Context: an optimization exercise on an open-source flow, tuned for small area and a short achievable clock period. The choices shown serve that exercise and are no tape-out recipe. Function was checked by simulation only, so behaviour that the tests miss may differ from the original. Power and IR drop assume default switching activity.

## v41
## double_ended_queue
module double_ended_queue #(
  parameter int DEPTH      = dq_pkg::DEPTH_DEF,
  parameter int DATA_WIDTH = dq_pkg::DATA_WIDTH_DEF,
  parameter int CNT_W      = $clog2(DEPTH + 1)
) (
  input  logic                  clk,
  input  logic                  rst,
  input  logic                  req_valid,
  output logic                  req_ready,
  input  logic [1:0]            req_mode,
  input  logic [DATA_WIDTH-1:0] req_item_value,
  output logic                  rsp_valid,
  input  logic                  rsp_ready,
  output logic [DATA_WIDTH-1:0] rsp_popped_value,
  output logic [1:0]            rsp_status,
  output logic [CNT_W-1:0]      rsp_occupancy
);
Size in the first run: roughly 1,200 cells after synthesis, about 22,000 µm² of cells after synthesis.
make LEC_CHECK=0 CAP_MARGIN=20 CORE_MARGIN=2 CORE_UTILIZATION=60 PLACE_DENSITY=0.7 SETUP_SLACK_MARGIN=1.5 SLEW_MARGIN=20 finish   # period 3.5 ns
run.sh (not shown) runs the stock make flow with config.mk's settings and CLKGATE_MAP_FILE= SYNTH_SCRIPT=/design/flow/synth_recipe.tcl, a recipe that flattens the netlist after the stock synthesis.
Both conditions hold for v41: the flow ran to the end and the final layout passed the timing, design-rule and antenna checks.
The following lists how v53 was set up differently from v41:
Settings: a change of CORE_UTILIZATION from 60 to 55; a change of SETUP_SLACK_MARGIN from 1.5 to 2.0; a change of PLACE_DENSITY from 0.7 to 0.65.
==> flow/flow/run.sh (new file) <==
#!/bin/bash
# the standard layout with three changes: sizing may swap a cell for one of
# another footprint (so slow port buffers can become fast ones), the clock
# tree clusters up to 24 flip-flops per leaf buffer, and it adds no dummy
# loads. every tool's output stays in the orfs/logs folder; make's own
# output goes to standard.log.
set -euo pipefail
CTS="-sink_clustering_enable -repair_clock_nets -buf_list sky130_fd_sc_hd__clkbuf_16"
CTS="$CTS -sink_clustering_size 24 -sink_clustering_max_diameter 80 -dont_use_dummy_load"
bash standard.sh MATCH_CELL_FOOTPRINT=0 "CTS_ARGS=$CTS" finish > standard.log 2>&1
==> flow/standard.sh (new file) <==
#!/bin/bash
# synth_recipe.tcl (not shown) runs the flow's synth.tcl, then flattens the netlist and writes it again
# the make line also repeats each setting of config.mk as NAME=value (left out here)
make -C /OpenROAD-flow-scripts/flow DESIGN_CONFIG=/design/flow/config.mk WORK_HOME=/design/flow/orfs CLKGATE_MAP_FILE= SYNTH_SCRIPT=/design/flow/synth_recipe.tcl "${@:-finish}"
removed: flow/run.sh
--- outcome ---
When v53 is measured against v41, its maximum frequency turns out 3.7 MHz lower.
Design area (v53 over v41): increase, 6.9%
Summary of v53 over v41: logic depth of the worst path, buffers included has increased, final setup slack of the worst path has decreased, all-layer global routing usage has increased.
Changes in v56 relative to v53:
Settings: a deleted SETUP_SLACK_MARGIN that had been 2.0; a change of PLACE_DENSITY from 0.65 to 0.6; a change of CORE_UTILIZATION from 55 to 40.
==> flow/run.sh (new file) <==
#!/bin/bash
# synth_recipe.tcl (not shown) runs the flow's synth.tcl, then flattens the netlist and writes it again
# the make line also repeats each setting of config.mk as NAME=value (left out here)
make -C /OpenROAD-flow-scripts/flow DESIGN_CONFIG=/design/flow/config.mk WORK_HOME=/design/flow/orfs CLKGATE_MAP_FILE= SYNTH_SCRIPT=/design/flow/synth_recipe.tcl finish
removed: flow/flow/run.sh
removed: flow/standard.sh
==> run notes <==
The post-route minimum period in v56 sits 0.60 ns above the value recorded for v53.
Type of the tightest min-delay check = input port to flop: v56; type of the tightest min-delay check = flop to flop: v53
v53 → v56: final core utilization now sits lower; number of standard cells in the layout, taps in and fillers out now sits higher.
The inputs of v2 differ from those of v56 as listed below.
Settings: CORE_UTILIZATION now 62, was 40; PLACE_DENSITY now 0.72, was 0.6; TNS_END_PERCENT now 0, previously not set; SETUP_SLACK_MARGIN now 1.85, previously not set.
==> flow/flow/run.sh (new file) <==
#!/bin/bash
# the standard layout with four changes: the port buffers are plain buf_2
# cells (not delay cells), sizing may swap a cell for one of another
# footprint, the clock tree clusters up to 24 flip-flops per leaf buffer,
# and it adds no dummy loads. every tool's output stays in the orfs/logs
# folder; make's own output goes to standard.log.
set -euo pipefail
CTS="-sink_clustering_enable -repair_clock_nets -buf_list sky130_fd_sc_hd__clkbuf_16"
CTS="$CTS -sink_clustering_size 24 -sink_clustering_max_diameter 80 -dont_use_dummy_load"
bash standard.sh MATCH_CELL_FOOTPRINT=0 "CTS_ARGS=$CTS" \
  "BUFFER_PORTS_ARGS=-buffer_cell sky130_fd_sc_hd__buf_2" finish > standard.log 2>&1
==> flow/standard.sh (new file) <==
#!/bin/bash
# synth_recipe.tcl (not shown) runs the flow's synth.tcl, then flattens the netlist and writes it again
# the make line also repeats each setting of config.mk as NAME=value (left out here)
make -C /OpenROAD-flow-scripts/flow DESIGN_CONFIG=/design/flow/config.mk WORK_HOME=/design/flow/orfs CLKGATE_MAP_FILE= SYNTH_SCRIPT=/design/flow/synth_recipe.tcl "${@:-finish}"
removed: flow/run.sh
[summary]
- v2 has completed all stages; timing, DRC and antenna checks passed.
- Compared with v56, in v2 overall power of the completed layout went down by 2.4 mW; clock skew went up 0.019 ns; insertion delay to the later sink of the worst-skew pair fell 0.03 ns; wire length up 3800 µm; clock-cell share of area went down 4.1 points.
- Sort v2 and v56 by count of clock-buffer cells in the layout asc -> top: v2
diff inputs: v2 => v42
Settings: SETUP_SLACK_MARGIN: 1.85 -> 1.95.
==> flow/flow/run.sh <==
#!/bin/bash
# the standard layout with three changes: sizing may swap a cell for one of
# another footprint (so slow port buffers can become fast ones), the clock
# tree clusters up to 24 flip-flops per leaf buffer, and it adds no dummy
# loads. every tool's output stays in the orfs/logs folder; make's own
# output goes to standard.log.
set -euo pipefail
CTS="-sink_clustering_enable -repair_clock_nets -buf_list sky130_fd_sc_hd__clkbuf_16"
CTS="$CTS -sink_clustering_size 24 -sink_clustering_max_diameter 80 -dont_use_dummy_load"
bash standard.sh MATCH_CELL_FOOTPRINT=0 "CTS_ARGS=$CTS" finish > standard.log 2>&1
Notes after the runs:
v42: all stages complete, timing, DRC and antenna checks passed. Number of buffers and inverters on the critical path is lower on v42. Compared with v2, v42 improves global-route wire length before repair. In v42 the clock network power share turned out 0.2 points lower than in v2. Per the comparison of v42 with v2, met3 track utilization from global routing moved up, non-clock buffer count now smaller, setup slack now smaller. [diff] clock skew, v42 relative to v2: improvement. [v42] final area rose 1.2% relative to v2. [v42] sequential portion of the cell area fell 0.82 points relative to v2.
Input changes introduced in v49 (baseline for comparison: v42):
Settings: changing SETUP_SLACK_MARGIN from 1.95 to 1.7; changing PLACE_DENSITY from 0.72 to 0.65; removing TNS_END_PERCENT (formerly 0); changing CORE_UTILIZATION from 62 to 55.
### Flow results
Compared with v42, v49 shows maximum vdd ir drop lower by about 22%.
v49 ends up with higher worst endpoint data arrival time than v42 does.
When v49 is set beside v42, its number of cells on the worst reg-to-reg path turns out to be 1 larger.
Between v42 and v49, final area is higher for v49, v42 comes in under that.
Delta (v49 minus v42): relative contribution of the clock network to total power neither gained nor lost much, critical path depth shows an increase of 1, internal portion of total power essentially unchanged, wire length of the first global-routing pass grew by 6.7%.
In the tables for v42 and v49, routed wire length reads lower with v42.
The relative area change from synthesis to final layout of v49 is higher than that of v42.
The final sequential cell count of v42 and that of v49 are within noise of each other.

==> static timing again, ports no longer ideal <==
The results above use ideal ports. As a check the final layouts listed here were re-extracted and re-timed, cells and wires unchanged. Step 1 sets driving cells, clkbuf_16 on the clock port and buf_2 on the other inputs (assumed; they add their load-dependent delay and slew). Step 2 adds t to the input delays and takes it off the output delays; t is the mean of the earliest and latest rising clock arrival at the registers after step 1. Input paths then give back, and output paths get back, about the clock's delay inside the block. Slacks: ideal / step 1 / step 2; pairs: ideal / step 1.
| run | t (ns) | slack for setup (ns) | worst hold slack (ns) | latest minus earliest clock arrival (ns) | worst data-port slew with drivers (ns) |
|---|---|---|---|---|---|
| v41 | 0.645 | 1.460 / 1.355 / 0.709 | 0.445 / 0.443 / 0.480 | 0.019 / 0.019 | 0.16 |
| v53 | 0.651 | 1.444 / 1.404 / 0.753 | 0.567 / 0.567 / 0.567 | 0.042 / 0.042 | 0.10 |
| v56 | 0.666 | 0.848 / 0.812 / 0.356 | 0.439 / 0.407 / 0.559 | 0.020 / 0.020 | 0.07 |
| v2 | 0.625 | 1.554 / 1.446 / 0.821 | 0.399 / 0.388 / 0.527 | 0.039 / 0.039 | 0.16 |
| v42 | 0.626 | 1.550 / 1.432 / 0.806 | 0.473 / 0.442 / 0.507 | 0.032 / 0.032 | 0.23 |
| v49 | 0.631 | 1.544 / 1.432 / 0.801 | 0.480 / 0.563 / 0.563 | 0.037 / 0.036 | 0.23 |
After both steps every run listed still meets setup and hold. The setup slack of v41, which loses most, moves by -0.105 ns with the drivers and by -0.751 ns with both steps.
